Source: an optimization exercise on an open RTL-to-GDS flow (aim: small area and a short achievable clock period). Production flows keep margins and buffers that such runs may drop.
Where RTL was checked, it was by simulation tests only, not by an equivalence proof against the original.
No functional check of the RTL was part of runs 1, 3 and 4.
Power figures rest on the tool's default switching activity, not on a simulated workload.

==> design/flow/design.v <==
package dmem_pkg;
  localparam int DMEM_DATA_W  = 8;
  localparam int DMEM_MAX_LAT = 15;
  typedef enum logic [1:0] {IDLE, BUSY, DONE} dmem_state_t;
endpackage
module dmem_ram
#(
  parameter int ADDR_W = 8
) (
  input  logic                   clk,
  input  logic [2**ADDR_W/4-1:0] clr_n_i,    
  input  logic [2**ADDR_W/4-1:0] set_n_i,    
  input  logic [dmem_pkg::DMEM_DATA_W-1:0] wdata_n_i,   
  output logic [2**ADDR_W/2*dmem_pkg::DMEM_DATA_W-1:0] taps_o
);
  localparam int DW    = dmem_pkg::DMEM_DATA_W;
  localparam int RINGS = 2**ADDR_W / 4;
  for (genvar k = 0; k < RINGS; k++) begin : g_ring
    dmem_ring u_ring (
      .clk      (clk),
      .clr_n_i  (clr_n_i[k]),
      .set_n_i  (set_n_i[k]),
      .wdata_n_i(wdata_n_i),
      .tap0_o   (taps_o[(2*k+0)*DW +: DW]),
      .tap2_o   (taps_o[(2*k+1)*DW +: DW])
    );
  end
endmodule
module dmem_ring (
  input  logic                   clk,
  input  logic                   clr_n_i,
  input  logic                   set_n_i,
  input  logic [dmem_pkg::DMEM_DATA_W-1:0] wdata_n_i,
  output logic [dmem_pkg::DMEM_DATA_W-1:0] tap0_o,
  output logic [dmem_pkg::DMEM_DATA_W-1:0] tap2_o
);
  logic [dmem_pkg::DMEM_DATA_W-1:0] p0_q, p1_q, p2_q, p3_q;
  always_ff @(posedge clk) begin
    p0_q <= p1_q;
    p1_q <= p2_q;
    p2_q <= ~(({dmem_pkg::DMEM_DATA_W{set_n_i}} | wdata_n_i) & p3_q);
    p3_q <= ~(p0_q & {dmem_pkg::DMEM_DATA_W{clr_n_i}});
  end
  assign tap0_o = p0_q;
  assign tap2_o = p2_q;
endmodule
module data_mem_ctrl
#(
  parameter int ADDR_W  = 8,
  parameter int LATENCY = 2
) (
  input  logic                   CLK,
  input  logic                   Reset,
  input  logic                   MemReq,
  input  logic                   MemWrite,
  input  logic [ADDR_W-1:0]      Addr,
  input  logic [dmem_pkg::DMEM_DATA_W-1:0] DataIn,
  output logic [dmem_pkg::DMEM_DATA_W-1:0] DataMemOut,
  output logic                   MemBusy,
  output logic                   MemDone
);
  localparam int DW     = dmem_pkg::DMEM_DATA_W;
  localparam int RINGS  = 2**ADDR_W / 4;      
  localparam int NTAP   = 2**ADDR_W / 2;      
  localparam int GB     = 3;                  
  localparam int GROUPS = 2**GB;              
  localparam int GSIZE  = NTAP / GROUPS;      
  localparam int LB     = ADDR_W - 1 - GB;    
  localparam int NA     = 2;                  
  localparam int NB     = LB - NA;            
  if (LATENCY != 2) begin : g_lat_check
    $error("data_mem_ctrl: this implementation supports LATENCY = 2 only");
  end
  logic          busy_q, s0_q, s1_q, done_q;
  logic          busy_out_q;     
  logic          busy_rd_q;      
  logic          accept;
  logic          write_q;
  logic [ADDR_W-1:0] addr_q;
  logic [DW-1:0] wdata_q;
  logic [DW-1:0] dout_q;
  logic [1:0]    phase_q;
  logic          wb_valid_q;
  logic [ADDR_W-1:0] wb_addr_q;
  logic [DW-1:0] wb_data_q;
  logic [NTAP*DW-1:0] taps;
  logic [2**NA-1:0] pa_now, pa_q, pa;
  logic [2**NB-1:0] pb_now, pb_q, pb;
  logic          t_now, t_next;  
  logic          phase_nx1;
  logic [GSIZE-1:0] sline;       
  logic          early_q;        
  logic          part_en;
  logic [DW*GROUPS-1:0] part_n;    
  logic [DW*GROUPS-1:0] part_n_q;
  logic          fwd_q;
  logic [DW-1:0] rdata;
  logic [ADDR_W-1:0] saddr;
  assign accept = ~busy_q & MemReq;
  always_ff @(posedge CLK) begin
    if (Reset) begin
      busy_q <= 1'b0;
      busy_out_q <= 1'b0;
      busy_rd_q  <= 1'b0;
      s0_q   <= 1'b0;
      s1_q   <= 1'b0;
      done_q <= 1'b0;
      dout_q <= '0;
    end else begin
      busy_q <= accept | s0_q | s1_q;
      busy_out_q <= (MemReq & ~busy_out_q) | s0_q | s1_q;    
      busy_rd_q  <= (MemReq & ~busy_rd_q) | s0_q | s1_q;     
      s0_q   <= accept;
      s1_q   <= s0_q;
      done_q <= s1_q;
      if (s1_q && !write_q) dout_q <= rdata;
    end
  end
  always_ff @(posedge CLK) begin
    if (accept) begin
      write_q <= MemWrite;
      addr_q  <= Addr;
      wdata_q <= DataIn;
    end
  end
  always_ff @(posedge CLK) begin
    phase_q <= phase_q + 2'd1;
  end
  assign phase_nx1 = phase_q[1] ^ phase_q[0];
  logic          clr_now, set_now;
  logic [ADDR_W-3:0] clr_ring;
  logic [RINGS-1:0] clr_n, set_n;
  assign set_now  = wb_valid_q & (phase_q == wb_addr_q[1:0] + 2'd1);
  assign clr_now  = s1_q ? (write_q & ~Reset & (addr_q[1:0] == phase_q))
                         : (wb_valid_q & (wb_addr_q[1:0] == phase_q));
  assign clr_ring = s1_q ? addr_q[ADDR_W-1:2] : wb_addr_q[ADDR_W-1:2];
  always_comb begin
    for (int k = 0; k < RINGS; k++) begin
      clr_n[k] = ~(clr_now & (clr_ring == (ADDR_W-2)'(k)));
      set_n[k] = ~(set_now & (wb_addr_q[ADDR_W-1:2] == (ADDR_W-2)'(k)));
    end
  end
  always_ff @(posedge CLK) begin
    if (s1_q && write_q && !Reset) begin
      wb_valid_q <= 1'b1;
      wb_addr_q  <= addr_q;
      wb_data_q  <= wdata_q;
    end else if (set_now) begin
      wb_valid_q <= 1'b0;
    end
  end
  dmem_ram #(.ADDR_W(ADDR_W)) u_ram (
    .clk      (CLK),
    .clr_n_i  (clr_n),
    .set_n_i  (set_n),
    .wdata_n_i(~wb_data_q),
    .taps_o   (taps)
  );
  assign t_now  = Addr[1] ^ phase_q[1];
  assign t_next = Addr[1] ^ phase_nx1;       
  always_comb begin
    for (int i = 0; i < 2**NA; i++) pa_now[i] = (Addr[ADDR_W-1-GB -: NA] == NA'(i));
    for (int i = 0; i < 2**NB; i++) pb_now[i] = ({Addr[2 +: NB-1], t_now} == NB'(i));
  end
  always_ff @(posedge CLK) begin
    pa_q <= pa_now;
    for (int i = 0; i < 2**NB; i++) pb_q[i] <= ({Addr[2 +: NB-1], t_next} == NB'(i));
    if (~busy_q) early_q <= ~(Addr[0] ^ phase_q[0]);
  end
  assign pa    = busy_rd_q ? pa_q : pa_now;
  assign pb    = busy_rd_q ? pb_q : pb_now;
  assign saddr = busy_q ? addr_q : Addr;
  always_comb begin
    for (int i = 0; i < GSIZE; i++) sline[i] = pa[i / 2**NB] & pb[i % 2**NB];
  end
  for (genvar b = 0; b < DW; b++) begin : g_bit
    for (genvar g = 0; g < GROUPS; g++) begin : g_grp
      logic [GSIZE-1:0] d;
      for (genvar i = 0; i < GSIZE; i++) begin : g_tap
        assign d[i] = taps[(g*GSIZE + i)*DW + b];
      end
      dmem_rd_or #(.N(GSIZE)) u_or (.sel_i(sline), .d_i(d), .y_n_o(part_n[b*GROUPS+g]));
    end
  end
  assign part_en = ~busy_q | (s0_q & ~early_q);
  always_ff @(posedge CLK) begin
    if (part_en) begin
      part_n_q <= part_n;
      fwd_q  <= wb_valid_q && (wb_addr_q == saddr);
    end
  end
  always_comb begin
    for (int b = 0; b < DW; b++) begin
      rdata[b] = ~part_n_q[b*GROUPS + addr_q[ADDR_W-1 -: GB]];
    end
    if (fwd_q) rdata = wb_data_q;
  end
  assign DataMemOut = dout_q;
  assign MemBusy    = busy_out_q;
  assign MemDone    = done_q;
endmodule
module dmem_rd_or
#(
  parameter int N = 32
) (
  input  logic [N-1:0] sel_i,
  input  logic [N-1:0] d_i,
  output logic         y_n_o
);
  logic [N/8-1:0] o;
  for (genvar i = 0; i < N/8; i++) begin : g_or8
    dmem_rd_or8 u_or8 (.sel_i(sel_i[8*i +: 8]), .d_i(d_i[8*i +: 8]), .y_o(o[i]));
  end
  assign y_n_o = ~|o;
endmodule
module dmem_rd_or8 (
  input  logic [7:0] sel_i,
  input  logic [7:0] d_i,
  output logic       y_o
);
  assign y_o = |(sel_i & d_i);
endmodule
==> design/flow/flow/run.sh <==
#!/bin/bash
# Own flow: the standard synthesis unchanged, then the standard layout steps
# with the delay cells (dlygate*, clkdlybuf*) added to the don't-use list so
# that the resizer does not pick them as port or signal buffers.
set -euo pipefail
PLATFORM_DONT_USE="sky130_fd_sc_hd__probe_p_8 sky130_fd_sc_hd__probec_p_8 sky130_fd_sc_hd__lpflow_bleeder_1 sky130_fd_sc_hd__lpflow_clkbufkapwr_1 sky130_fd_sc_hd__lpflow_clkbufkapwr_16 sky130_fd_sc_hd__lpflow_clkbufkapwr_2 sky130_fd_sc_hd__lpflow_clkbufkapwr_4 sky130_fd_sc_hd__lpflow_clkbufkapwr_8 sky130_fd_sc_hd__lpflow_clkinvkapwr_1 sky130_fd_sc_hd__lpflow_clkinvkapwr_16 sky130_fd_sc_hd__lpflow_clkinvkapwr_2 sky130_fd_sc_hd__lpflow_clkinvkapwr_4 sky130_fd_sc_hd__lpflow_clkinvkapwr_8 sky130_fd_sc_hd__lpflow_decapkapwr_12 sky130_fd_sc_hd__lpflow_decapkapwr_3 sky130_fd_sc_hd__lpflow_decapkapwr_4 sky130_fd_sc_hd__lpflow_decapkapwr_6 sky130_fd_sc_hd__lpflow_decapkapwr_8 sky130_fd_sc_hd__lpflow_inputiso0n_1 sky130_fd_sc_hd__lpflow_inputiso0p_1 sky130_fd_sc_hd__lpflow_inputiso1n_1 sky130_fd_sc_hd__lpflow_inputiso1p_1 sky130_fd_sc_hd__lpflow_inputisolatch_1 sky130_fd_sc_hd__lpflow_isobufsrc_1 sky130_fd_sc_hd__lpflow_isobufsrc_16 sky130_fd_sc_hd__lpflow_isobufsrc_2 sky130_fd_sc_hd__lpflow_isobufsrc_4 sky130_fd_sc_hd__lpflow_isobufsrc_8 sky130_fd_sc_hd__lpflow_isobufsrckapwr_16 sky130_fd_sc_hd__lpflow_lsbuf_lh_hl_isowell_tap_1 sky130_fd_sc_hd__lpflow_lsbuf_lh_hl_isowell_tap_2 sky130_fd_sc_hd__lpflow_lsbuf_lh_hl_isowell_tap_4 sky130_fd_sc_hd__lpflow_lsbuf_lh_isowell_4 sky130_fd_sc_hd__lpflow_lsbuf_lh_isowell_tap_1 sky130_fd_sc_hd__lpflow_lsbuf_lh_isowell_tap_2 sky130_fd_sc_hd__lpflow_lsbuf_lh_isowell_tap_4 "
EXTRA_DONT_USE="sky130_fd_sc_hd__dlygate4sd1_1 sky130_fd_sc_hd__dlygate4sd2_1 sky130_fd_sc_hd__dlygate4sd3_1 sky130_fd_sc_hd__dlymetal6s2s_1 sky130_fd_sc_hd__dlymetal6s4s_1 sky130_fd_sc_hd__dlymetal6s6s_1 sky130_fd_sc_hd__clkdlybuf4s15_1 sky130_fd_sc_hd__clkdlybuf4s15_2 sky130_fd_sc_hd__clkdlybuf4s18_1 sky130_fd_sc_hd__clkdlybuf4s18_2 sky130_fd_sc_hd__clkdlybuf4s25_1 sky130_fd_sc_hd__clkdlybuf4s25_2 sky130_fd_sc_hd__clkdlybuf4s50_1 sky130_fd_sc_hd__clkdlybuf4s50_2"
bash standard.sh synth > synth.log 2>&1
bash standard.sh "DONT_USE_CELLS=$PLATFORM_DONT_USE $EXTRA_DONT_USE" finish > layout.log 2>&1
==> design/flow/standard.sh <==
#!/bin/bash
# synth_recipe.tcl (not shown) runs the flow's synth.tcl, then flattens the netlist and writes it again
# the make line also repeats each setting of config.mk as NAME=value (left out here)
make -C /OpenROAD-flow-scripts/flow DESIGN_CONFIG=/design/flow/config.mk WORK_HOME=/design/flow/orfs CLKGATE_MAP_FILE= SYNTH_SCRIPT=/design/flow/synth_recipe.tcl "${@:-finish}"
==> design/flow/config.mk <==
export PLATFORM = sky130hd
export DESIGN_NAME = data_mem_ctrl
export DESIGN_NICKNAME = data_mem_ctrl
export VERILOG_FILES = /design/flow/design.v
export SDC_FILE = /design/flow/constraint.sdc
export NUM_CORES = 4
export LEC_CHECK = 0
export CAP_MARGIN = 20
export CORE_MARGIN = 2
export CORE_UTILIZATION = 65
export CTS_CLUSTER_DIAMETER = 60
export CTS_CLUSTER_SIZE = 30
export SETUP_SLACK_MARGIN = 1.7
export SLEW_MARGIN = 20
export SYNTH_HIERARCHICAL = 1
export SYNTH_MINIMUM_KEEP_SIZE = 0
==> design/flow/constraint.sdc <==
create_clock -name core_clock -period 4.0 [get_ports {CLK}]
set_input_delay 0.8000 -clock core_clock [delete_from_list [all_inputs] [get_ports {CLK}]]
set_output_delay 0.8000 -clock core_clock [all_outputs]
set_load 0.01 [all_outputs]
==> impl_metrics.py, run 1 <==
metrics = {
    "run_status": {
        "outcome": "no timing/DRC/antenna violations",
    },
    "global_route": {
        "via_count_of_the_first_global_routing_pass": 33900,
        "grt_max_degree": 65,
        "grt_pass1_wl_um": 221000,
        "grt.overflow.total": 0,
        "track_usage_pct": 33.4,
        "grt_antenna_before_repair": 0,
    },
    "yosys": {
        "gate_count_post_synth": 4337,
        "synthMostInstantiatedCell": "dfxtp_1",
        "yosysTopAreaCellShare_pct": 73.4,
        "ys_seq_elements": 2172,
        "syn_avg_cell_area_um2": 13.0,
        "mappedNetlistNets": 4357,
        "synth_edf_count": 99,
        "post_synth_main_area_contributors": "dfxtp_1 (73%), a22oi_1 (6.9%), edfxtp_1 (5.3%)",
        "yosys_most_used_dff": "dfxtp_1",
        "asyncSetResetFlopFracSynth_pct": 0,
        "post-synth-top-area-cell": "dfxtp_1",
        "synth.cells.most_frequent": "dfxtp_1 (2,073), nand2_1 (645), a22oi_1 (516)",
        "netlist-cell-type-count": 42,
        "netlist_area_mm2": 0.0565,
        "synth.yosys.seq_area_share_pct": 78.7,
        "yosysWarnings": 8,
    },
    "sta": {
        "setup_ws_ns": 1.62,
        "timing_max_transition_violations_final": 0,
        "timing.max_slew.rel_slack_pct": 27.5,
        "setup_tns_final_ns": 0,
        "finalHoldViolCount": 0,
        "fmax_mhz": 420,
        "setup_viol": 0,
        "finalClockSkew_ns": 0.0277,
        "rsz0062_at_grt": "true",
        "hold_slack_ns": 0.257,
        "finalWorstPathRequiredPeriod_ns": 2.38,
        "post_route_fraction_of_the_period_consumed_by_the_critical_path_pct": 59.5,
        "measured_slew_at_the_worst_slew_check_pin_ns": 1.08,
    },
    "drt": {
        "detailedRoute.firstIterationViolations": 3584,
        "ant_nets": 0,
        "wl_per_cell_um": 26.2,
        "num_vias": 34800,
        "wire_length_the_detailed_router_placed_on_met1_um": 67400,
        "met3WireLength_um": 13500,
        "met2_length_um": 66800,
        "dr.pass1.iters": 6,
        "drt_drc_violations_left": 0,
        "finalWirelength_um": 152000,
        "via_density_per_instance": 6.01,
        "top_layer_used": "met4",
    },
    "floorplanning": {
        "fp.dieArea_mm2": 0.0894,
        "die_h_um": 299,
        "initial_core_util_pct": 65.4,
        "row_count": 108,
        "core_region_area_mm2": 0.0865,
        "boundaryPins": 30,
        "die_w_um": 299,
    },
    "place": {
        "rd_place_congestion": 0.923,
        "buffer_ports.inserted": 29,
        "dp_worst_setup_slack_ns": 0.631,
        "placed_cell_area_mm2": 0.0584,
        "detailed_place_hpwl_um": 94600,
        "place_inst": 5511,
    },
    "final_layout": {
        "design.final.nets": 4560,
        "final_cell_area_mm2": 0.0637,
        "area_growth_pct": 12.7,
        "final_util_pct": 73.7,
        "antenna_cells_inserted": 0,
        "n_fill_cell": 5852,
        "final_layout_size_suffix_gt1_share_pct": 11.1,
        "fin_cells": 5794,
    },
    "power_and_ir_drop": {
        "comb_power_share_pct": 1.6,
        "power.sequential.fraction_pct": 60.0,
        "static-leakage-power_nw": 23.1,
        "total_power_mw": 36.5,
        "power_density_mw_per_mm2": 573,
        "p_switching_mw": 8.27,
        "power.clock.fraction_pct": 38.4,
        "p_int_mw": 28.2,
        "power.switching_fraction_pct": 22.7,
        "vdd_drop_max_mv": 0.585,
    },
    "cts": {
        "clock_buffers_created_by_tritoncts": 112,
        "clk_transition_reported_paths_ns": 0.10,
        "cts_hold_buffers": 0,
        "cts-root-buf": "clkbuf_16",
        "clk-insertion-delay-late_ns": 0.72,
        "clock_tree.buffer_depth": 3,
        "clock_sink_count": 2172,
        "cts_tree": "yes",
        "htree_num_levels": 3,
    },
    "setup_path": {
        "category_of_the_worst_setup_path_launch_point": "flop",
        "critical_path_required_ns": 4.66,
        "kind_of_end_point_of_the_critical_path": "flop",
        "worstSetupPathType": "reg -> reg",
        "timing.critical_path.arrival_ns": 3.04,
        "critPathMaxFanout": 9,
    },
    "job": {
        "max-cap-violations": 0,
    },
    "worst_hold_path": {
        "hold_path_class": "in -> reg",
    },
}
worst paths after layout:
kind                              startpoint                               to  slack (ns)  cells after the start
max                             wb_addr_q[3]  u_ram.g_ring[19].u_ring.p3_q[6]        1.62                      5
min                                DataIn[2]                       wdata_q[2]        0.26                      1
max reg2reg                     wb_addr_q[3]  u_ram.g_ring[19].u_ring.p3_q[6]        1.62                      5
min reg2reg  u_ram.g_ring[39].u_ring.p1_q[5]  u_ram.g_ring[39].u_ring.p0_q[5]        0.31                      0
state kept, by name, indices dropped and copies added, names as in the netlist:
| signal | flops |
|---|---|
| wdata_q | 8 |
| pa_q | 4 |
| wb_addr_q | 8 |
| busy_q | 1 |
| part_n_q | 64 |
| busy_rd_q | 1 |
| u_ram.g_ring.u_ring.p1_q | 512 |
| early_q | 1 |
| u_ram.g_ring.u_ring.p0_q | 512 |
| busy_out_q | 1 |
| dout_q | 8 |
| s0_q | 1 |
| s1_q | 1 |
| addr_q | 8 |
| u_ram.g_ring.u_ring.p2_q | 512 |
| u_ram.g_ring.u_ring.p3_q | 512 |
| wb_data_q | 8 |
| wb_valid_q | 1 |
| done_q | 1 |
| phase_q | 2 |
| fwd_q | 1 |
| pb_q | 4 |
| write_q | 1 |
critical path, stage by stage (launching register included):
cell	delay [ns]
edfxtp_1	0.64
nand2_1	0.31
o21a_1	0.42
nor2_2	0.45
nand2_1	0.34
nand2_1	0.17
modules after synthesis (local to each module, per instance), a selection:
module	copies in the design	flip-flops and latches	cell area [µm²]	cells inside
dmem_rd_or8	128	0	36.3	5
dmem_ring	64	32	716	49
data_mem_ctrl	1	124	5850	497
power by group through the flow:
stage	combinational [mW]	clock, mW	sequential (mW)
2_1_floorplan	0.238	0	22.4
3_3_place_gp	0.453	0	22.4
3_5_place_dp	0.464	0	22.4
4_1_cts	0.516	14.1	21.9
5_1_grt	0.583	15.0	21.9
6_report	0.570	14.0	21.9
cell type report:
type / instances / area [µm²] / area share, %
flip-flops and latches: 2172 / 44500 / 69.8
multi-input cells: 2061 / 12100 / 19.0
clock buffers: 132 / 3090 / 4.85
well taps: 1155 / 1450 / 2.27
repair buffers: 182 / 1340 / 2.11
clock inverters: 81 / 1170 / 1.84
inverters: 11 / 46.3 / 0.0727
layer usage:
metal	up-vias	track usage [%]
met5	-	0
met4	0	10.7
met3	237	6.01
met2	1567	50.2
met1	17400	49.6
li1	15700	-
cells in the final DEF, fill, tap and decap left out, types with 58 or more instances in the layout:
| cell | count |
|---|---|
| nand2_1 | 565 |
| o21ai_0 | 261 |
| clkbuf_16 | 122 |
| nand4_1 | 129 |
| dfxtp_1 | 2067 |
| o21ai_1 | 259 |
| nand2_2 | 78 |
| buf_1 | 58 |
| nor2_1 | 75 |
| edfxtp_1 | 99 |
| a22oi_1 | 510 |
kinds of logic after synthesis:
group	Yosys count	share of synthesized area, %
AOI/OAI and AO/OA	1069	11.9
xor gates and xnor gates	18	0.312
buffers and inverters	105	1.01
DFF	2172	78.7
muxes	32	0.947
and+or+nand+nor	941	7.14
repair_timing:
action | in CTS | in global routing
pin swaps | 13 | 13
gates cloned | 1 | 2
buffers inserted | 40 | 27
setup endpoints to repair | 1089 | 695
gates resized for setup | 72 | 132
==> run 2: changes to the inputs <==
--- a/design/flow/design.v
+++ b/design/flow/design.v
@@ -89,5 +89,4 @@
   logic          t_now, t_next;  
   logic          phase_nx1;
-  logic [GSIZE-1:0] sline;       
   logic          early_q;        
   logic          part_en;
@@ -128,23 +127,42 @@
   end
   assign phase_nx1 = phase_q[1] ^ phase_q[0];
-  logic          clr_now, set_now;
-  logic [ADDR_W-3:0] clr_ring;
+  logic          commit_w;       
+  logic          wbv_nx;         
+  logic [ADDR_W-1:0] wba_nx;     
+  logic          clr_a_nx, clr_b_nx;
+  logic [ADDR_W-3:0] clr_ring_nx;
+  logic [7:0]    clr_hi_q, clr_lo_q, clr_hi, set_hi_q, set_lo_q;
+  logic          clr_a_q;        
+  logic          set_q;          
   logic [RINGS-1:0] clr_n, set_n;
-  assign set_now  = wb_valid_q & (phase_q == wb_addr_q[1:0] + 2'd1);
-  assign clr_now  = s1_q ? (write_q & ~Reset & (addr_q[1:0] == phase_q))
-                         : (wb_valid_q & (wb_addr_q[1:0] == phase_q));
-  assign clr_ring = s1_q ? addr_q[ADDR_W-1:2] : wb_addr_q[ADDR_W-1:2];
+  assign commit_w    = s1_q & write_q & ~Reset;
+  assign wbv_nx      = commit_w | (wb_valid_q & ~set_q);
+  assign wba_nx      = commit_w ? addr_q : wb_addr_q;
+  assign clr_a_nx    = s0_q & write_q & ~Reset & (addr_q[1:0] == phase_q + 2'd1);
+  assign clr_b_nx    = wbv_nx & (wba_nx[1:0] == phase_q + 2'd1);
+  assign clr_ring_nx = clr_a_nx ? addr_q[ADDR_W-1:2] : wba_nx[ADDR_W-1:2];
+  always_ff @(posedge CLK) begin
+    for (int x = 0; x < 8; x++) begin
+      clr_hi_q[x] <= (clr_a_nx | clr_b_nx) & (clr_ring_nx[5:3] == 3'(x));
+      clr_lo_q[x] <= (clr_ring_nx[2:0] == 3'(x));
+    end
+    clr_a_q  <= clr_a_nx;
+    set_hi_q <= clr_hi;
+    set_lo_q <= clr_lo_q;
+    set_q    <= |clr_hi;
+  end
+  assign clr_hi = clr_hi_q & {8{~(clr_a_q & Reset)}};
   always_comb begin
     for (int k = 0; k < RINGS; k++) begin
-      clr_n[k] = ~(clr_now & (clr_ring == (ADDR_W-2)'(k)));
-      set_n[k] = ~(set_now & (wb_addr_q[ADDR_W-1:2] == (ADDR_W-2)'(k)));
-    end
-  end
-  always_ff @(posedge CLK) begin
-    if (s1_q && write_q && !Reset) begin
+      clr_n[k] = ~(clr_hi[k/8] & clr_lo_q[k%8]);
+      set_n[k] = ~(set_hi_q[k/8] & set_lo_q[k%8]);
+    end
+  end
+  always_ff @(posedge CLK) begin
+    if (commit_w) begin
       wb_valid_q <= 1'b1;
       wb_addr_q  <= addr_q;
       wb_data_q  <= wdata_q;
-    end else if (set_now) begin
+    end else if (set_q) begin
       wb_valid_q <= 1'b0;
     end
@@ -171,15 +189,17 @@
   assign pb    = busy_rd_q ? pb_q : pb_now;
   assign saddr = busy_q ? addr_q : Addr;
-  always_comb begin
-    for (int i = 0; i < GSIZE; i++) sline[i] = pa[i / 2**NB] & pb[i % 2**NB];
-  end
   for (genvar b = 0; b < DW; b++) begin : g_bit
+    logic [GROUPS*GSIZE-1:0] d;    
     for (genvar g = 0; g < GROUPS; g++) begin : g_grp
-      logic [GSIZE-1:0] d;
       for (genvar i = 0; i < GSIZE; i++) begin : g_tap
-        assign d[i] = taps[(g*GSIZE + i)*DW + b];
+        assign d[g*GSIZE + i] = taps[(g*GSIZE + i)*DW + b];
       end
-      dmem_rd_or #(.N(GSIZE)) u_or (.sel_i(sline), .d_i(d), .y_n_o(part_n[b*GROUPS+g]));
-    end
+    end
+    dmem_rd_bit #(.NA(NA), .NB(NB), .GROUPS(GROUPS)) u_rd (
+      .pa_i   (pa),
+      .pb_i   (pb),
+      .d_i    (d),
+      .part_n_o(part_n[b*GROUPS +: GROUPS])
+    );
   end
   assign part_en = ~busy_q | (s0_q & ~early_q);
@@ -199,4 +219,24 @@
   assign MemBusy    = busy_out_q;
   assign MemDone    = done_q;
+endmodule
+module dmem_rd_bit
+#(
+  parameter int NA     = 2,
+  parameter int NB     = 2,
+  parameter int GROUPS = 8
+) (
+  input  logic [2**NA-1:0]                pa_i,
+  input  logic [2**NB-1:0]                pb_i,
+  input  logic [GROUPS*2**(NA+NB)-1:0]    d_i,
+  output logic [GROUPS-1:0]               part_n_o
+);
+  localparam int GSIZE = 2**(NA+NB);
+  logic [GSIZE-1:0] sline;
+  always_comb begin
+    for (int i = 0; i < GSIZE; i++) sline[i] = pa_i[i / 2**NB] & pb_i[i % 2**NB];
+  end
+  for (genvar g = 0; g < GROUPS; g++) begin : g_grp
+    dmem_rd_or #(.N(GSIZE)) u_or (.sel_i(sline), .d_i(d_i[g*GSIZE +: GSIZE]), .y_n_o(part_n_o[g]));
+  end
 endmodule
 module dmem_rd_or
==> run 2 against run 1 <==
Clock skew increased by 0.0099 ns. Non-clock buffer count decreased by 91. Synthesized area increased by 2.4%. Critical endpoint is now part_n_q[32]. Clock-buffer cell count decreased by 8. Still clean. Routed wire length increased by 21%. Sequential share of layout area increased by 0.49 points. Combinational power increased by 59%. Total power increased by 1.5%. Die area increased by 2.4%. Cell count increased by 1.4%. Critical path depth increased by 3.
==> impl_metrics.py, run 2 <==
metrics = {
    "final_layout": {
        "layout_common_cells": "dfxtp_1 (2,112), nand2_1 (654), a22oi_1 (470)",
        "area_growth_pct": 10.7,
        "final_layout_size_suffix_gt1_share_pct": 9.79,
        "design.final.nets": 4635,
        "layout.cells.most_common": "dfxtp_1",
    },
    "drt": {
        "finalWirelength_um": 184000,
        "detailedRoute.firstIterationViolations": 5747,
        "wl_per_cell_um": 31.3,
        "via_density_per_instance": 6.33,
        "drt_drc_violations_left": 0,
        "num_vias": 37200,
        "ant_nets": 0,
        "dr.pass1.iters": 8,
    },
    "sta": {
        "setup_ws_ns": 1.63,
        "finalClockSkew_ns": 0.0377,
        "setup_tns_final_ns": 0,
        "finalWorstPathRequiredPeriod_ns": 2.37,
        "finalHoldViolCount": 0,
        "post_route_fraction_of_the_period_consumed_by_the_critical_path_pct": 59.3,
        "timing.max_slew.rel_slack_pct": 26.1,
        "timing_max_transition_violations_final": 0,
        "rsz0062_at_grt": "true",
        "setup_viol": 0,
        "measured_slew_at_the_worst_slew_check_pin_ns": 1.11,
        "fmax_mhz": 421,
    },
    "place": {
        "dp_worst_setup_slack_ns": 0.817,
        "buffer_ports.inserted": 29,
        "detailed_place_hpwl_um": 113000,
        "rd_place_congestion": 0.987,
    },
    "floorplanning": {
        "fp.dieArea_mm2": 0.0915,
        "core_region_area_mm2": 0.0884,
        "boundaryPins": 30,
        "initial_core_util_pct": 65.5,
        "die_h_um": 303,
        "die_w_um": 303,
        "row_count": 109,
    },
    "yosys": {
        "synth_edf_count": 91,
        "gate_count_post_synth": 4515,
        "yosys_most_used_dff": "dfxtp_1",
        "synth.yosys.seq_area_share_pct": 77.8,
        "mappedNetlistNets": 4535,
        "syn_avg_cell_area_um2": 12.8,
        "netlist-cell-type-count": 46,
        "post-synth-top-area-cell": "dfxtp_1",
        "post_synth_main_area_contributors": "dfxtp_1 (73%), a22oi_1 (6.6%), edfxtp_1 (4.7%)",
        "netlist_area_mm2": 0.0579,
        "yosysWarnings": 9,
        "yosysTopAreaCellShare_pct": 73.1,
        "synthMostInstantiatedCell": "dfxtp_1",
        "asyncSetResetFlopFracSynth_pct": 0,
        "synth.cells.most_frequent": "dfxtp_1 (2,115), nand2_1 (662), a22oi_1 (512)",
        "ys_seq_elements": 2206,
    },
    "setup_path": {
        "category_of_the_worst_setup_path_launch_point": "flop",
        "kind_of_end_point_of_the_critical_path": "flop",
        "critical_path_required_ns": 4.58,
        "timing.critical_path.arrival_ns": 2.96,
        "critPathMaxFanout": 8,
        "rrSetupSlack_ns": 1.63,
        "worstSetupPathType": "reg -> reg",
    },
    "global_route": {
        "grt_max_degree": 66,
        "track_usage_pct": 39.2,
        "via_count_of_the_first_global_routing_pass": 33800,
        "grt_antenna_before_repair": 10,
        "grt.overflow.total": 0,
        "grt_pass1_wl_um": 250000,
    },
    "cts": {
        "cts-root-buf": "clkbuf_16",
        "clock_tree.buffer_depth": 3,
        "clock_buffers_created_by_tritoncts": 109,
        "htree_num_levels": 3,
        "cts_hold_buffers": 0,
        "clock_sink_count": 2206,
        "clk_transition_reported_paths_ns": 0.11,
        "cts_tree": "yes",
        "clk-insertion-delay-late_ns": 0.74,
    },
    "run_status": {
        "outcome": "no timing/DRC/antenna violations",
    },
    "power_and_ir_drop": {
        "power_density_mw_per_mm2": 578,
        "static-leakage-power_nw": 23.3,
        "vdd_drop_max_mv": 0.548,
    },
    "job": {
        "max-cap-violations": 0,
    },
    "worst_hold_path": {
        "hold_path_class": "in -> reg",
    },
}
run 2: cell types whose count changed after synthesis, moves of 12 or more:
| cell | before | now |
|---|---|---|
| and2_1 | 4 | 139 |
| clkbuf_1 | 9 | 29 |
| dfxtp_1 | 2073 | 2115 |
| mux2_2 | 1 | 13 |
| nand2_1 | 645 | 662 |
| nor2_1 | 114 | 88 |
run 2: cell families (layout without fill, tap and decap cells):
family                    Yosys count  after routing  synth area share, %
and+or+nand+nor                  1054           1054                 8.23
DFF                              2206           2206                 77.8
AOI/OAI and AO/OA                1071           1074                 11.6
muxes                              41             47                 1.10
xor gates and xnor gates           16             16                0.266
other                               0              6                    0
buffers and inverters             127            310                 1.00
run 2: final timing paths:
kind                                                       from  cells past startpoint                         endpoint
worst max-delay path                                  busy_rd_q                      8                     part_n_q[32]
worst min-delay path                                  DataIn[5]                      1                       wdata_q[5]
worst max register to register                        busy_rd_q                      8                     part_n_q[32]
worst min register to register  u_ram.g_ring[16].u_ring.p1_q[0]                      0  u_ram.g_ring[16].u_ring.p0_q[0]
run 2: layout make-up:
| cell class | count | area [µm²] |
|---|---|---|
| antenna | 6 | 15.0 |
| clock buffer | 124 | 2860 |
| clock inverter | 79 | 1030 |
| fill | 6069 | 24300 |
| inverter | 16 | 68.8 |
| multi-input combinational | 2191 | 13000 |
| sequential | 2206 | 45100 |
| tap | 1165 | 1460 |
| timing repair buffer | 91 | 641 |
run 2: through the flow:
| step | area [µm²] | utilization, % | hold slack, ns | total power [mW] | cells |
|---|---|---|---|---|---|
| 2_1_floorplan | 58000 | - | 0.310 | 23.5 | 4515 |
| 3_3_place_gp | 59200 | 67.0 | 0.309 | 23.8 | 5619 |
| 3_5_place_dp | 59200 | 67.0 | 0.312 | 23.8 | 5620 |
| 4_1_cts | 63500 | 71.8 | 0.201 | 36.9 | 5850 |
| 5_1_grt | 64100 | 72.5 | 0.199 | 37.9 | 5873 |
| 6_report | 64100 | 72.5 | 0.224 | 37.0 | 5878 |
run 2: metal layers:
layer | vias to the layer above | part of all wire [%] | track usage, %
li1 | 16000 | - | -
met5 | - | 0.036 | 0
met2 | 2502 | 40 | 53.9
met3 | 542 | 13 | 10.9
met1 | 18200 | 41 | 57.8
met4 | 10 | 5.7 | 17.6
run 2: report_power, final:
group,switching (mW),internal [mW],leakage (nW)
combinational,0.642,0.264,3.66
clock,7.73,5.78,1.90
sequential,0.239,22.4,17.8
run 2: per-module statistics from Yosys, one instance, submodules excluded, a selection:
module,flip-flops and latches,times used
dmem_rd_or8,0,128
data_mem_ctrl,158,1
dmem_ring,32,64
run 2: worst max-delay path: stages (launching register included):
cell      delay, ns
dfxtp_4        0.39
buf_12         0.15
clkbuf_2       0.12
a22o_4         0.29
buf_8          0.15
and2_4         0.18
a22oi_1        0.21
nand4_1        0.45
nor2_1         0.25
run 2: repair_timing:
item,in CTS,in global routing
gates resized for setup,65,164
gates cloned,5,4
setup buffers,22,17
endpoints found under the setup margin,79,98
pin swaps,15,61
==> run 3: changes to the inputs <==
==> design/flow/design.v (replaced) <==
package dmem_pkg;
  localparam int DMEM_DATA_W  = 8;
  localparam int DMEM_MAX_LAT = 15;
  typedef enum logic [1:0] {IDLE, BUSY, DONE} dmem_state_t;
endpackage
module dmem_ram
#(
  parameter int ADDR_W = 8
) (
  input  logic                   clk,
  input  logic [2**ADDR_W/4-1:0] clr_n_i,    
  input  logic [2**ADDR_W/4-1:0] set_n_i,    
  input  logic [dmem_pkg::DMEM_DATA_W-1:0] wdata_n_i,   
  output logic [2**ADDR_W/2*dmem_pkg::DMEM_DATA_W-1:0] taps_o
);
  localparam int DW    = dmem_pkg::DMEM_DATA_W;
  localparam int RINGS = 2**ADDR_W / 4;
  for (genvar k = 0; k < RINGS; k++) begin : g_ring
    dmem_ring u_ring (
      .clk      (clk),
      .clr_n_i  (clr_n_i[k]),
      .set_n_i  (set_n_i[k]),
      .wdata_n_i(wdata_n_i),
      .tap0_o   (taps_o[(2*k+0)*DW +: DW]),
      .tap2_o   (taps_o[(2*k+1)*DW +: DW])
    );
  end
endmodule
module dmem_ring (
  input  logic                   clk,
  input  logic                   clr_n_i,
  input  logic                   set_n_i,
  input  logic [dmem_pkg::DMEM_DATA_W-1:0] wdata_n_i,
  output logic [dmem_pkg::DMEM_DATA_W-1:0] tap0_o,
  output logic [dmem_pkg::DMEM_DATA_W-1:0] tap2_o
);
  logic [dmem_pkg::DMEM_DATA_W-1:0] p0_q, p1_q, p2_q, p3_q;
  always_ff @(posedge clk) begin
    p0_q <= p1_q;
    p1_q <= p2_q;
    p2_q <= ~(({dmem_pkg::DMEM_DATA_W{set_n_i}} | wdata_n_i) & p3_q);
    p3_q <= ~(p0_q & {dmem_pkg::DMEM_DATA_W{clr_n_i}});
  end
  assign tap0_o = p0_q;
  assign tap2_o = p2_q;
endmodule
module data_mem_ctrl
#(
  parameter int ADDR_W  = 8,
  parameter int LATENCY = 2
) (
  input  logic                   CLK,
  input  logic                   Reset,
  input  logic                   MemReq,
  input  logic                   MemWrite,
  input  logic [ADDR_W-1:0]      Addr,
  input  logic [dmem_pkg::DMEM_DATA_W-1:0] DataIn,
  output logic [dmem_pkg::DMEM_DATA_W-1:0] DataMemOut,
  output logic                   MemBusy,
  output logic                   MemDone
);
  localparam int DW    = dmem_pkg::DMEM_DATA_W;
  localparam int RINGS = 2**ADDR_W / 4;       
  localparam int NTAP  = 2**ADDR_W / 2;       
  localparam int NA    = 3;                   
  localparam int NB    = 4;                   
  if (LATENCY != 2) begin : g_lat_check
    $error("data_mem_ctrl: this implementation supports LATENCY = 2 only");
  end
  logic          busy_q, s0_q, s1_q, done_q;
  logic          busy_out_q;     
  logic          accept;
  logic          write_q;
  logic [ADDR_W-1:0] addr_q;
  logic [DW-1:0] wdata_q;
  logic [DW-1:0] dout_q;
  logic [1:0]    phase_q;
  logic [1:0]    phase_nx;       
  logic          wb_valid_q;
  logic [ADDR_W-1:0] wb_addr_q;
  logic [DW-1:0] wb_data_q;
  logic [NTAP*DW-1:0] taps;      
  assign accept   = ~busy_q & MemReq;
  assign phase_nx = phase_q + 2'd1;
  always_ff @(posedge CLK) begin
    if (Reset) begin
      busy_q     <= 1'b0;
      busy_out_q <= 1'b0;
      s0_q       <= 1'b0;
      s1_q       <= 1'b0;
      done_q     <= 1'b0;
    end else begin
      busy_q     <= accept | s0_q | s1_q;
      busy_out_q <= (MemReq & ~busy_out_q) | s0_q | s1_q;    
      s0_q       <= accept;
      s1_q       <= s0_q;
      done_q     <= s1_q;
    end
  end
  always_ff @(posedge CLK) begin
    if (accept) begin
      write_q <= MemWrite;
      addr_q  <= Addr;
      wdata_q <= DataIn;
    end
  end
  always_ff @(posedge CLK) begin
    phase_q <= phase_nx;
  end
  logic          commit_w;       
  logic          wbv_nx;         
  logic [ADDR_W-1:0] wba_nx;     
  logic          clr_a_nx, clr_b_nx;
  logic [ADDR_W-3:0] clr_ring_nx;
  logic [7:0]    clr_hi_q, clr_lo_q, clr_hi, set_hi_q, set_lo_q;
  logic          clr_a_q;        
  logic          set_q;          
  logic [RINGS-1:0] clr_n, set_n;
  assign commit_w    = s1_q & write_q & ~Reset;
  assign wbv_nx      = commit_w | (wb_valid_q & ~set_q);
  assign wba_nx      = commit_w ? addr_q : wb_addr_q;
  assign clr_a_nx    = s0_q & write_q & ~Reset & (addr_q[1:0] == phase_nx);
  assign clr_b_nx    = wbv_nx & (wba_nx[1:0] == phase_nx);
  assign clr_ring_nx = clr_a_nx ? addr_q[ADDR_W-1:2] : wba_nx[ADDR_W-1:2];
  always_ff @(posedge CLK) begin
    for (int x = 0; x < 8; x++) begin
      clr_hi_q[x] <= (clr_a_nx | clr_b_nx) & (clr_ring_nx[5:3] == 3'(x));
      clr_lo_q[x] <= (clr_ring_nx[2:0] == 3'(x));
    end
    clr_a_q  <= clr_a_nx;
    set_hi_q <= clr_hi;
    set_lo_q <= clr_lo_q;
    set_q    <= |clr_hi;
  end
  assign clr_hi = clr_hi_q & {8{~(clr_a_q & Reset)}};
  always_comb begin
    for (int k = 0; k < RINGS; k++) begin
      clr_n[k] = ~(clr_hi[k/8] & clr_lo_q[k%8]);
      set_n[k] = ~(set_hi_q[k/8] & set_lo_q[k%8]);
    end
  end
  always_ff @(posedge CLK) begin
    if (commit_w) begin
      wb_valid_q <= 1'b1;
      wb_addr_q  <= addr_q;
      wb_data_q  <= wdata_q;
    end else if (set_q) begin
      wb_valid_q <= 1'b0;
    end
  end
  dmem_ram #(.ADDR_W(ADDR_W)) u_ram (
    .clk      (CLK),
    .clr_n_i  (clr_n),
    .set_n_i  (set_n),
    .wdata_n_i(~wb_data_q),
    .taps_o   (taps)
  );
  logic [ADDR_W-1:0] la_nx;      
  logic [2**NA-1:0]  pa_q;
  logic [2**NB-1:0]  pb_q;
  logic [NTAP-1:0]   sline;      
  logic [DW-1:0]     rd_now;     
  logic [DW-1:0]     part_q;     
  logic              late;       
  logic              fwd;        
  logic              ld1;        
  assign la_nx = busy_q ? addr_q : Addr;
  always_ff @(posedge CLK) begin
    for (int i = 0; i < 2**NA; i++) pa_q[i] <= (la_nx[7:5] == NA'(i));
    for (int i = 0; i < 2**NB; i++) pb_q[i] <= ({la_nx[4:2], la_nx[1] ^ phase_nx[1]} == NB'(i));
  end
  always_comb begin
    for (int i = 0; i < NTAP; i++) sline[i] = pa_q[i / 2**NB] & pb_q[i % 2**NB];
  end
  for (genvar b = 0; b < DW; b++) begin : g_bit
    logic [NTAP-1:0] d;
    for (genvar i = 0; i < NTAP; i++) begin : g_tap
      assign d[i] = taps[i*DW + b];
    end
    dmem_rd_or #(.N(NTAP)) u_or (.sel_i(sline), .d_i(d), .y_o(rd_now[b]));
  end
  always_ff @(posedge CLK) begin
    part_q <= rd_now;
  end
  assign late = addr_q[0] ^ phase_q[0];
  assign fwd  = wb_valid_q & (wb_addr_q == addr_q);
  assign ld1  = s1_q & ~write_q;
  always_ff @(posedge CLK) begin
    if (Reset)    dout_q <= '0;
    else if (ld1) dout_q <= fwd ? wb_data_q : (late ? part_q : rd_now);
  end
  assign DataMemOut = dout_q;
  assign MemBusy    = busy_out_q;
  assign MemDone    = done_q;
endmodule
module dmem_rd_or
#(
  parameter int N = 128
) (
  input  logic [N-1:0] sel_i,
  input  logic [N-1:0] d_i,
  output logic         y_o
);
  logic [N/8-1:0] o;
  for (genvar i = 0; i < N/8; i++) begin : g_or8
    dmem_rd_or8 u_or8 (.sel_i(sel_i[8*i +: 8]), .d_i(d_i[8*i +: 8]), .y_o(o[i]));
  end
  assign y_o = |o;
endmodule
module dmem_rd_or8 (
  input  logic [7:0] sel_i,
  input  logic [7:0] d_i,
  output logic       y_o
);
  assign y_o = |(sel_i & d_i);
endmodule
==> run 3 against run 2 <==
Setup slack worse by 0.051 ns. Critical path type unchanged. Still clean. Highest routed layer is now met4. Clock skew down 0.0021 ns. Routed wire length down 20%. Core utilization up 0.91 points.
==> impl_metrics.py, run 3 <==
metrics = {
    "cts": {
        "clock_buffers_created_by_tritoncts": 107,
        "clk-insertion-delay-late_ns": 0.73,
        "cts_tree": "yes",
        "htree_num_levels": 3,
        "cts-root-buf": "clkbuf_16",
        "clk_transition_reported_paths_ns": 0.11,
        "clock_tree.buffer_depth": 3,
        "cts_hold_buffers": 0,
        "clock_sink_count": 2163,
    },
    "power_and_ir_drop": {
        "power_density_mw_per_mm2": 577,
        "static-leakage-power_nw": 23.1,
        "vdd_drop_max_mv": 0.652,
    },
    "yosys": {
        "asyncSetResetFlopFracSynth_pct": 0,
        "synth.yosys.seq_area_share_pct": 77.7,
        "netlist_area_mm2": 0.0560,
        "synthMostInstantiatedCell": "dfxtp_1",
        "yosysTopAreaCellShare_pct": 76.4,
        "mappedNetlistNets": 4479,
        "post-synth-top-area-cell": "dfxtp_1",
        "ys_seq_elements": 2163,
        "netlist-cell-type-count": 45,
        "gate_count_post_synth": 4459,
        "yosysWarnings": 8,
        "synth.cells.most_frequent": "dfxtp_1 (2,138), nand2_1 (693), a22oi_1 (512)",
        "post_synth_main_area_contributors": "dfxtp_1 (76%), a22oi_1 (6.9%), nand2_1 (4.6%)",
        "syn_avg_cell_area_um2": 12.6,
        "yosys_most_used_dff": "dfxtp_1",
        "synth_edf_count": 25,
    },
    "setup_path": {
        "worst-path-buf-inv": 1,
        "crit_path_top_delay_cell": "nor4_4",
        "path_cells": "and2_4, a22oi_1, nand4_1, nor4_4, buf_2, nand4_1, nand2_1, nand2_1, mux2i_1, o21ai_0",
        "worstSetupPathType": "reg -> reg",
        "kind_of_end_point_of_the_critical_path": "flop",
        "timing.critical_path.max_delay_family": "simple AND/OR/NAND/NOR gates",
        "critPathMaxFanout": 7,
        "regToRegStartpoint": "pb_q[3]",
        "category_of_the_worst_setup_path_launch_point": "flop",
        "rrSetupSlack_ns": 1.58,
        "critPathLaunch": "pb_q[3]",
        "max_stage_delay_ns": 0.52,
        "worst_r2r_endpoint": "dout_q[1]",
        "worstSetupPathDepth": 10,
        "timing.critical_path.arrival_ns": 3.03,
        "critical_path_required_ns": 4.60,
        "worst_r2r_path_depth": 10,
    },
    "job": {
        "max-cap-violations": 0,
    },
    "final_layout": {
        "multi_input_comb_area_mm2": 0.0129,
        "layout.cells.most_common": "dfxtp_1",
        "layout_common_cells": "dfxtp_1 (2,112), nand2_1 (693), a22oi_1 (435)",
        "area_growth_pct": 11.8,
        "final_cell_area_mm2": 0.0626,
        "design.final.nets": 4594,
        "seqCellArea_mm2": 0.0436,
        "final_layout_size_suffix_gt1_share_pct": 11.0,
        "n_fill_cell": 5893,
    },
    "drt": {
        "ant_nets": 0,
        "detailedRoute.firstIterationViolations": 3697,
        "finalWirelength_um": 146000,
        "wl_per_cell_um": 25.2,
        "drt_drc_violations_left": 0,
        "num_vias": 34500,
        "via_density_per_instance": 5.94,
        "dr.pass1.iters": 6,
    },
    "sta": {
        "post_route_fraction_of_the_period_consumed_by_the_critical_path_pct": 60.6,
        "finalWorstPathRequiredPeriod_ns": 2.42,
        "fmax_mhz": 412,
        "measured_slew_at_the_worst_slew_check_pin_ns": 1.29,
        "finalClockSkew_ns": 0.0355,
        "setup_tns_final_ns": 0,
        "rsz0062_at_grt": "true",
        "finalHoldViolCount": 0,
        "timing_max_transition_violations_final": 0,
        "setup_viol": 0,
        "timing.max_slew.rel_slack_pct": 13.6,
    },
    "global_route": {
        "track_usage_pct": 32.4,
        "grt_max_degree": 61,
        "grt.overflow.total": 0,
        "grt_pass1_wl_um": 214000,
        "grt_antenna_before_repair": 11,
        "via_count_of_the_first_global_routing_pass": 33100,
    },
    "floorplanning": {
        "initial_core_util_pct": 65.7,
        "row_count": 107,
        "boundaryPins": 30,
        "core_region_area_mm2": 0.0853,
        "die_w_um": 298,
        "die_h_um": 298,
        "fp.dieArea_mm2": 0.0886,
    },
    "place": {
        "detailed_place_hpwl_um": 95200,
        "buffer_ports.inserted": 29,
        "rd_place_congestion": 0.882,
        "placed_cell_area_mm2": 0.0573,
    },
    "worst_hold_path": {
        "worst_hold_path_ep": "wdata_q[4]",
        "timing.hold.worst_path_depth": 1,
        "hold_path_class": "in -> reg",
        "hold_start": "DataIn[4]",
    },
    "run_status": {
        "outcome": "no timing/DRC/antenna violations",
    },
}
run 3: per-layer routing:
layer	up-vias	wire length, µm	track usage, %
met3	255	10100	4.81
met1	17100	66400	47.6
met5	-	0	0
met4	0	5180	10.7
met2	1335	64800	49.6
li1	15700	-	-
run 3: Yosys stat by module (local to each module, per instance), a selection:
module	flip-flops and latches	cells	cell area [µm²]	times used
dmem_ring	32	49	716	64
data_mem_ctrl	115	643	5340	1
dmem_rd_or8	0	5	36.3	128
run 3: through the flow:
step / hold WS [ns] / setup WS [ns] / util, % / std cells / power (mW)
detailed placement: 0.312 / 0.816 / 67.1 / 5557 / 23.2
CTS: 0.211 / 1.55 / 72.8 / 5785 / 36.2
finish: 0.237 / 1.58 / 73.4 / 5802 / 36.1
floorplan: 0.310 / 1.73 / - / 4459 / 22.8
global route: 0.223 / 1.45 / 73.4 / 5801 / 37.1
global placement: 0.310 / 0.816 / 67.1 / 5557 / 23.2
run 3: area by class of cell:
class	count	area share, %
antenna	2	0.00799
clock buffer	118	4.49
clock inverter	73	1.71
inverter	19	0.130
multi-input combinational	2166	20.6
sequential	2163	69.7
tap	1144	2.29
timing repair buffer	117	1.13
run 3: worst max-delay path by stage:
stage             endpoint  slack, ns
2_1_floorplan  clr_hi_q[1]       1.73
3_3_place_gp     dout_q[1]       0.82
3_5_place_dp     dout_q[1]       0.82
4_1_cts          dout_q[1]       1.55
5_1_grt          dout_q[1]       1.45
6_report         dout_q[1]       1.58
run 3: worst register-to-register path: stages (launching register included):
cell     delay [ns]
dfxtp_4        0.44
and2_4         0.23
a22oi_1        0.18
nand4_1        0.30
nor4_4         0.52
buf_2          0.20
nand4_1        0.10
nand2_1        0.08
nand2_1        0.06
mux2i_1        0.11
o21ai_0        0.08
run 3: repair_timing:
item,4_1_cts,5_1_grt
pin swaps,61,70
setup endpoints to repair,24,21
setup buffers,37,15
gates resized for setup,241,152
run 3: logic make-up after synthesis:
logic type,share of synthesized area [%]
flops,77.7
simple gates,8.78
compound gates,11.9
buf+inv,1.03
mux,0.290
xor+xnor,0.277
run 3: power by group:
| group | total (mW) | internal, mW | switching (mW) |
|---|---|---|---|
| Sequential | 22.4 | 21.8 | 0.538 |
| Clock | 13.3 | 5.77 | 7.54 |
| Combinational | 0.450 | 0.156 | 0.294 |
==> run 4: changes to the inputs <==
--- a/design/flow/config.mk
+++ b/design/flow/config.mk
@@ -8,7 +8,8 @@
 export CAP_MARGIN = 20
 export CORE_MARGIN = 2
-export CORE_UTILIZATION = 65
+export CORE_UTILIZATION = 75
 export CTS_CLUSTER_DIAMETER = 60
 export CTS_CLUSTER_SIZE = 30
+export PLACE_DENSITY = 0.75
 export SETUP_SLACK_MARGIN = 1.7
 export SLEW_MARGIN = 20
==> run 4 against run 3 <==
Routed wire length shrank 0.63%. Via count grew 2.4%. Total power fell by 4.4%. Clock skew decreased by 0.0017 ns. Synthesized cell count unchanged. Maximum frequency is 1.4% higher. Synthesized area is the same. Setup slack better by 0.033 ns. Cell area shrank 2.3%. Clock power is 12% lower. Largest cell class unchanged.
==> impl_metrics.py, run 4 <==
metrics = {
    "floorplanning": {
        "core_region_area_mm2": 0.0742,
        "fp.dieArea_mm2": 0.0769,
        "initial_core_util_pct": 75.5,
        "boundaryPins": 30,
        "die_h_um": 277,
        "die_w_um": 277,
        "row_count": 100,
    },
    "setup_path": {
        "kind_of_end_point_of_the_critical_path": "flop",
        "max_stage_delay_ns": 0.48,
        "worstSetupPathDepth": 9,
        "category_of_the_worst_setup_path_launch_point": "flop",
        "crit_path_top_delay_cell": "dfxtp_4",
        "critPathMaxFanout": 8,
        "worst-path-buf-inv": 0,
        "path_cells": "and2_1, a22oi_1, nand4_1, nor4_4, nand4_1, nand2_1, nand2_1, mux2i_1, o21ai_0",
        "rrSetupSlack_ns": 1.61,
        "worst_r2r_path_depth": 9,
        "timing.critical_path.arrival_ns": 2.95,
        "timing.critical_path.max_delay_family": "simple AND/OR/NAND/NOR gates",
        "critical_path_required_ns": 4.56,
        "worstSetupPathType": "reg -> reg",
    },
    "power_and_ir_drop": {
        "power.sequential.fraction_pct": 64.8,
        "vdd_drop_max_mv": 0.507,
        "power.switching_fraction_pct": 21.6,
        "comb_power_share_pct": 1.1,
        "power_density_mw_per_mm2": 564,
        "p_int_mw": 27.1,
        "p_switching_mw": 7.46,
        "static-leakage-power_nw": 22.6,
        "power.clock.fraction_pct": 34.0,
    },
    "global_route": {
        "grt_max_degree": 42,
        "grt_antenna_before_repair": 17,
        "grt.overflow.total": 0,
        "via_count_of_the_first_global_routing_pass": 34600,
        "track_usage_pct": 37.3,
        "grt_pass1_wl_um": 214000,
    },
    "sta": {
        "rsz0062_at_grt": "true",
        "timing.max_slew.rel_slack_pct": 15.0,
        "setup_tns_final_ns": 0,
        "finalClockSkew_ns": 0.0339,
        "finalHoldViolCount": 0,
        "post_route_fraction_of_the_period_consumed_by_the_critical_path_pct": 59.8,
        "timing_max_transition_violations_final": 0,
        "measured_slew_at_the_worst_slew_check_pin_ns": 1.27,
        "setup_viol": 0,
        "finalWorstPathRequiredPeriod_ns": 2.39,
        "fmax_mhz": 418,
    },
    "drt": {
        "via_density_per_instance": 6.35,
        "finalWirelength_um": 146000,
        "drt_drc_violations_left": 0,
        "detailedRoute.firstIterationViolations": 4141,
        "num_vias": 35300,
        "dr.pass1.iters": 6,
        "ant_nets": 0,
        "wl_per_cell_um": 26.2,
    },
    "cts": {
        "cts_hold_buffers": 0,
        "clock_buffers_created_by_tritoncts": 93,
        "cts-root-buf": "clkbuf_16",
        "clk-insertion-delay-late_ns": 0.69,
        "clock_sink_count": 2163,
        "clock_tree.buffer_depth": 3,
        "clk_transition_reported_paths_ns": 0.11,
        "cts_tree": "yes",
        "htree_num_levels": 3,
    },
    "yosys": {
        "compound_cell_area_share_of_the_yosys_netlist_pct": 11.9,
        "synth_top_family_by_area": "compound AO/OA/AOI/OAI gates",
        "gate_count_post_synth": 4459,
        "synth_edf_count": 25,
        "portion_of_netlist_area_occupied_by_mux_cells_pct": 0.290,
        "yosysTopAreaCellShare_pct": 76.4,
        "asyncSetResetFlopFracSynth_pct": 0,
        "synth.yosys.seq_area_share_pct": 77.7,
        "syn_avg_cell_area_um2": 12.6,
        "post-synth-top-area-cell": "dfxtp_1",
        "netlist_area_mm2": 0.0560,
        "synth_adder_area_share_pct": 0,
        "post_synth_main_area_contributors": "dfxtp_1 (76%), a22oi_1 (6.9%), nand2_1 (4.6%)",
        "yosys_most_used_dff": "dfxtp_1",
        "netlist-cell-type-count": 45,
        "synth.cells.most_frequent": "dfxtp_1 (2,138), nand2_1 (693), a22oi_1 (512)",
        "xor_xnor_portion_of_the_synthesized_cell_area_pct": 0.277,
        "synthMostInstantiatedCell": "dfxtp_1",
        "ys_seq_elements": 2163,
        "mappedNetlistNets": 4479,
        "yosysWarnings": 8,
        "post_synth_and_or_nand_nor_area_fraction_pct": 8.78,
    },
    "final_layout": {
        "final_layout_size_suffix_gt1_share_pct": 8.60,
        "final_cell_area_mm2": 0.0612,
        "n_fill_cell": 4103,
        "design.final.nets": 4549,
        "layout_common_cells": "dfxtp_1 (2,112), nand2_1 (693), a22oi_1 (471)",
        "area_growth_pct": 9.25,
        "layout.cells.most_common": "dfxtp_1",
    },
    "place": {
        "placed_cell_area_mm2": 0.0570,
        "detailed_place_hpwl_um": 92500,
        "buffer_ports.inserted": 29,
        "rd_place_congestion": 0.932,
    },
    "worst_hold_path": {
        "timing.hold.worst_path_depth": 1,
        "hold_path_class": "in -> reg",
    },
    "job": {
        "max-cap-violations": 0,
    },
    "run_status": {
        "outcome": "no timing/DRC/antenna violations",
    },
}
## run 4: what timing repair did
item,in CTS,in global routing
resized for setup,191,130
setup endpoints to repair,28,23
pin swaps,47,52
buffers inserted,16,13
## run 4: logic make-up (layout without fill, tap and decap cells)
logic type	count (synthesis)	after routing
AO/OA/AOI/OAI	1063	1063
buffers and inverters	130	255
other	0	12
multiplexers	16	16
XOR/XNOR	14	14
flip-flops	2163	2163
AND/OR/NAND/NOR	1073	1073
## run 4: final cells by class
| cell class | instances | area [µm²] | share of cell area, % |
|---|---|---|---|
| Antenna cell | 12 | 30.0 | 0.0490 |
| Clock buffer | 106 | 2480 | 4.05 |
| Clock inverter | 44 | 641 | 1.05 |
| Inverter | 19 | 81.3 | 0.133 |
| Multi-Input combinational cell | 2166 | 12600 | 20.6 |
| Sequential cell | 2163 | 43600 | 71.3 |
| Tap cell | 969 | 1210 | 1.98 |
| Timing Repair Buffer | 86 | 509 | 0.832 |
## run 4: path summary, 6_finish.rpt
kind,startpoint,end
worst min-delay path,DataIn[7],wdata_q[7]
worst max register to register,pb_q[3],dout_q[7]
worst max-delay path,pb_q[3],dout_q[7]
worst min register to register,u_ram.g_ring[38].u_ring.p1_q[7],u_ram.g_ring[38].u_ring.p0_q[7]
## run 4: stage by stage
stage / worst slack [ns] / power [mW] / cells / hold slack, ns / utilization [%]
5_1_grt: 1.51 / 35.3 / 5553 / 0.288 / 82.5
6_report: 1.61 / 34.5 / 5565 / 0.277 / 82.5
2_1_floorplan: 1.73 / 22.8 / 4459 / 0.310 / -
3_5_place_dp: 0.731 / 23.2 / 5374 / 0.312 / 76.8
3_3_place_gp: 0.810 / 23.2 / 5374 / 0.309 / 76.8
4_1_cts: 1.63 / 34.5 / 5540 / 0.264 / 81.9
## run 4: worst register-to-register path, cell delays in order (launching register included)
cell and delay (ns):
dfxtp_4 0.48, and2_1 0.32, a22oi_1 0.24, nand4_1 0.25
nor4_4 0.47, nand4_1 0.17, nand2_1 0.09, nand2_1 0.06
mux2i_1 0.11, o21ai_0 0.08
## run 4: power groups by stage
stage                     Combinational [mW]  Clock, mW  Sequential (mW)
after global placement                 0.338          0             22.8
after detailed placement               0.346          0             22.8
after CTS                              0.371       11.8             22.3
after floorplan                        0.328          0             22.4
after global routing                   0.429       12.5             22.4
final                                  0.395       11.7             22.4
## run 4: modules after synthesis, one instance, submodules excluded, a selection
module,cells,cell area (µm²),copies in the design,flip-flops and latches
data_mem_ctrl,643,5340,1,115
dmem_ring,49,716,64,32
dmem_rd_or8,5,36.3,128,0
## run 4: per-layer routing
layer | vias to the layer above | global-route usage (%) | part of all wire [%]
li1 | 15600 | - | -
met3 | 431 | 7.25 | 9.9
met4 | 8 | 17.9 | 5.1
met1 | 17400 | 52.4 | 41
met2 | 1821 | 56.1 | 44
met5 | - | 0 | 0.043
==> run 5: changes to the inputs <==
--- a/design/flow/design.v
+++ b/design/flow/design.v
@@ -173,4 +173,5 @@
     for (int i = 0; i < NTAP; i++) sline[i] = pa_q[i / 2**NB] & pb_q[i % 2**NB];
   end
+  logic [DW-1:0]     rd_lo, rd_hi;  
   for (genvar b = 0; b < DW; b++) begin : g_bit
     logic [NTAP-1:0] d;
@@ -178,6 +179,8 @@
       assign d[i] = taps[i*DW + b];
     end
-    dmem_rd_or #(.N(NTAP)) u_or (.sel_i(sline), .d_i(d), .y_o(rd_now[b]));
-  end
+    dmem_rd_or64 u_lo (.sel_i(sline[NTAP/2-1:0]),    .d_i(d[NTAP/2-1:0]),    .y_o(rd_lo[b]));
+    dmem_rd_or64 u_hi (.sel_i(sline[NTAP-1:NTAP/2]), .d_i(d[NTAP-1:NTAP/2]), .y_o(rd_hi[b]));
+  end
+  assign rd_now = rd_lo | rd_hi;
   always_ff @(posedge CLK) begin
     part_q <= rd_now;
@@ -186,7 +189,16 @@
   assign fwd  = wb_valid_q & (wb_addr_q == addr_q);
   assign ld1  = s1_q & ~write_q;
-  always_ff @(posedge CLK) begin
-    if (Reset)    dout_q <= '0;
-    else if (ld1) dout_q <= fwd ? wb_data_q : (late ? part_q : rd_now);
+  logic          take_now;       
+  logic [DW-1:0] dout_other;     
+  assign take_now   = ~Reset & ld1 & ~fwd & ~late;
+  assign dout_other = Reset ? '0
+                    : ~ld1  ? dout_q
+                    : fwd   ? wb_data_q
+                    : late  ? part_q
+                    :         '0;
+  for (genvar b = 0; b < DW; b++) begin : g_dout
+    logic d;
+    dmem_a221o u_sel (.a1(rd_lo[b]), .a2(take_now), .b1(rd_hi[b]), .b2(take_now), .c1(dout_other[b]), .x(d));
+    always_ff @(posedge CLK) dout_q[b] <= d;
   end
   assign DataMemOut = dout_q;
@@ -194,17 +206,36 @@
   assign MemDone    = done_q;
 endmodule
-module dmem_rd_or
-#(
-  parameter int N = 128
-) (
-  input  logic [N-1:0] sel_i,
-  input  logic [N-1:0] d_i,
-  output logic         y_o
-);
-  logic [N/8-1:0] o;
-  for (genvar i = 0; i < N/8; i++) begin : g_or8
+module dmem_rd_or64 (
+  input  logic [63:0] sel_i,
+  input  logic [63:0] d_i,
+  output logic        y_o
+);
+  logic [7:0] o;      
+  logic [3:0] o_n;    
+  for (genvar i = 0; i < 8; i++) begin : g_or8
     dmem_rd_or8 u_or8 (.sel_i(sel_i[8*i +: 8]), .d_i(d_i[8*i +: 8]), .y_o(o[i]));
   end
-  assign y_o = |o;
+  for (genvar i = 0; i < 4; i++) begin : g_nor
+    dmem_nor2 u_nor (.a(o[2*i]), .b(o[2*i+1]), .y(o_n[i]));
+  end
+  dmem_nand4 u_nand (.a(o_n[0]), .b(o_n[1]), .c(o_n[2]), .d(o_n[3]), .y(y_o));
+endmodule
+module dmem_nor2 (
+  input  logic a, b,
+  output logic y
+);
+  assign y = ~(a | b);
+endmodule
+module dmem_nand4 (
+  input  logic a, b, c, d,
+  output logic y
+);
+  assign y = ~(a & b & c & d);
+endmodule
+module dmem_a221o (
+  input  logic a1, a2, b1, b2, c1,
+  output logic x
+);
+  assign x = (a1 & a2) | (b1 & b2) | c1;
 endmodule
 module dmem_rd_or8 (
--- a/design/flow/config.mk
+++ b/design/flow/config.mk
@@ -8,8 +8,7 @@
 export CAP_MARGIN = 20
 export CORE_MARGIN = 2
-export CORE_UTILIZATION = 75
+export CORE_UTILIZATION = 65
 export CTS_CLUSTER_DIAMETER = 60
 export CTS_CLUSTER_SIZE = 30
-export PLACE_DENSITY = 0.75
 export SETUP_SLACK_MARGIN = 1.7
 export SLEW_MARGIN = 20
==> run 5 against run 4 <==
Cell area up 1.3%. Critical path depth decreased by 2. Setup slack better by 0.070 ns. Synthesized area up 0.26%. Register-to-register slack better by 0.07 ns. Routed wire length is 1.8% lower. Die area increased by 15%. Non-clock buffer count is 16 lower. Worst hold slack worse by 0.021 ns. Via count is 3.0% lower. Largest power group unchanged.
==> impl_metrics.py, run 5 <==
metrics = {
    "setup_path": {
        "critical_path_required_ns": 4.61,
        "category_of_the_worst_setup_path_launch_point": "flop",
        "timing.critical_path.arrival_ns": 2.93,
        "kind_of_end_point_of_the_critical_path": "flop",
        "rrSetupSlack_ns": 1.68,
    },
    "sta": {
        "measured_slew_at_the_worst_slew_check_pin_ns": 1.26,
        "timing.max_slew.rel_slack_pct": 16.2,
        "finalHoldViolCount": 0,
        "setup_tns_final_ns": 0,
        "rsz0062_at_grt": "true",
        "post_route_fraction_of_the_period_consumed_by_the_critical_path_pct": 58.0,
        "setup_ws_ns": 1.68,
        "finalClockSkew_ns": 0.0403,
    },
    "yosys": {
        "yosysWarnings": 8,
        "post_synth_main_area_contributors": "dfxtp_1 (76%), a22oi_1 (6.8%), nand2_1 (4.5%)",
        "ys_seq_elements": 2163,
        "asyncSetResetFlopFracSynth_pct": 0,
        "post-synth-top-area-cell": "dfxtp_1",
        "synthMostInstantiatedCell": "dfxtp_1",
        "yosys_most_used_dff": "dfxtp_1",
        "netlist-cell-type-count": 46,
        "mappedNetlistNets": 4522,
    },
    "final_layout": {
        "layout_common_cells": "dfxtp_1 (2,116), nand2_1 (668), a22oi_1 (504)",
    },
    "floorplanning": {
        "initial_core_util_pct": 65.8,
        "die_h_um": 298,
        "fp.dieArea_mm2": 0.0888,
    },
    "cts": {
        "clk_transition_reported_paths_ns": 0.11,
        "clock_buffers_created_by_tritoncts": 112,
        "cts-root-buf": "clkbuf_16",
        "clock_sink_count": 2163,
        "cts_tree": "yes",
    },
    "power_and_ir_drop": {
        "total_power_mw": 36.4,
        "power_density_mw_per_mm2": 587,
        "vdd_drop_max_mv": 0.546,
    },
    "run_status": {
        "outcome": "no timing/DRC/antenna violations",
    },
    "drt": {
        "detailedRoute.firstIterationViolations": 3995,
        "dr.pass1.iters": 8,
        "drt_drc_violations_left": 0,
    },
    "place": {
        "rd_place_congestion": 0.901,
        "detailed_place_hpwl_um": 92600,
        "buffer_ports.inserted": 29,
        "dp_worst_setup_slack_ns": 0.909,
    },
    "worst_hold_path": {
        "hold_start": "DataIn[6]",
        "timing.hold.worst_path_depth": 1,
        "worst_hold_path_ep": "wdata_q[6]",
        "hold_path_class": "in -> reg",
    },
    "global_route": {
        "track_usage_pct": 31.6,
        "grt_max_degree": 48,
        "grt.overflow.total": 0,
    },
}
==> run 5: stage by stage <==
step | cells | util [%] | hold WS [ns] | area (µm²)
2_1_floorplan | 4502 | - | 0.310 | 56200
3_3_place_gp | 5587 | 67.2 | 0.310 | 57400
3_5_place_dp | 5587 | 67.2 | 0.312 | 57400
4_1_cts | 5805 | 72.3 | 0.227 | 61700
5_1_grt | 5807 | 72.6 | 0.238 | 62000
6_report | 5813 | 72.6 | 0.256 | 62000
==> run 5: kinds of logic after synthesis <==
| family | after synthesis | share of synthesized area, % |
|---|---|---|
| flops | 2163 | 77.5 |
| buf+inv | 134 | 1.05 |
| compound gates | 1070 | 12.1 |
| mux | 8 | 0.147 |
| xor+xnor | 13 | 0.227 |
| simple gates | 1114 | 9.00 |
==> run 5: repair_timing <==
item	in CTS	in global routing
hold buffers	0	0
setup endpoints to repair	24	19
endpoints found under the hold margin	0	0
gates cloned	0	0
pin swaps	19	19
buffers inserted	11	1
gates resized for setup	78	101
==> run 5: final cells by class <==
cell class | count | area [µm²]
multi-input cells | 2205 | 12400
flip-flops and latches | 2163 | 43600
diodes | 6 | 15.0
fillers | 6064 | 23400
clock inverters | 86 | 1150
repair buffers | 70 | 392
well taps | 1144 | 1430
inverters | 18 | 92.6
clock buffers | 121 | 2940
==> run 5: worst max-delay path, stage by stage, from the launching register on <==
cell	delay (ns)
dfxtp_2	0.45
buf_1	0.26
and2_1	0.33
a22oi_1	0.33
nand4_1	0.23
nor2_1	0.15
nand4_1	0.12
a221o_1	0.35
==> run 5: power by group <==
part	switching (mW)	total (mW)	internal, mW
sequential	0.527	22.4	21.8
clock	7.70	13.6	5.90
combinational	0.270	0.405	0.135
==> run 5: worst max path at each step <==
stage / start / end / slack, ns / cells after the start
final: pb_q[4] / dout_q[1] / 1.68 / 7
after global routing: pb_q[2] / dout_q[5] / 1.64 / 7
after CTS: pa_q[1] / dout_q[3] / 1.63 / 7
after detailed placement: Reset / clr_hi_q[0] / 0.91 / 7
after global placement: Reset / clr_hi_q[1] / 1.04 / 6
after floorplan: Reset / clr_hi_q[1] / 1.71 / 7
==> run 5: Yosys stat by module, one instance, submodules excluded, a selection <==
module	times used	cells	flip-flops and latches	area, µm²
dmem_a221o	8	1	0	10.0
dmem_nand4	16	1	0	6.26
dmem_rd_or8	128	5	0	36.3
data_mem_ctrl	1	638	115	5320
dmem_nor2	64	1	0	3.75
dmem_ring	64	49	32	716
==> run 5: routing by layer <==
metal / up-vias / global-route usage, % / wire length, µm
li1: 15800 / - / -
met1: 16800 / 46.7 / 65100
met4: 4 / 9.81 / 4330
met5: - / 0.595 / 86
met2: 1400 / 46.9 / 61200
met3: 241 / 6.60 / 12200
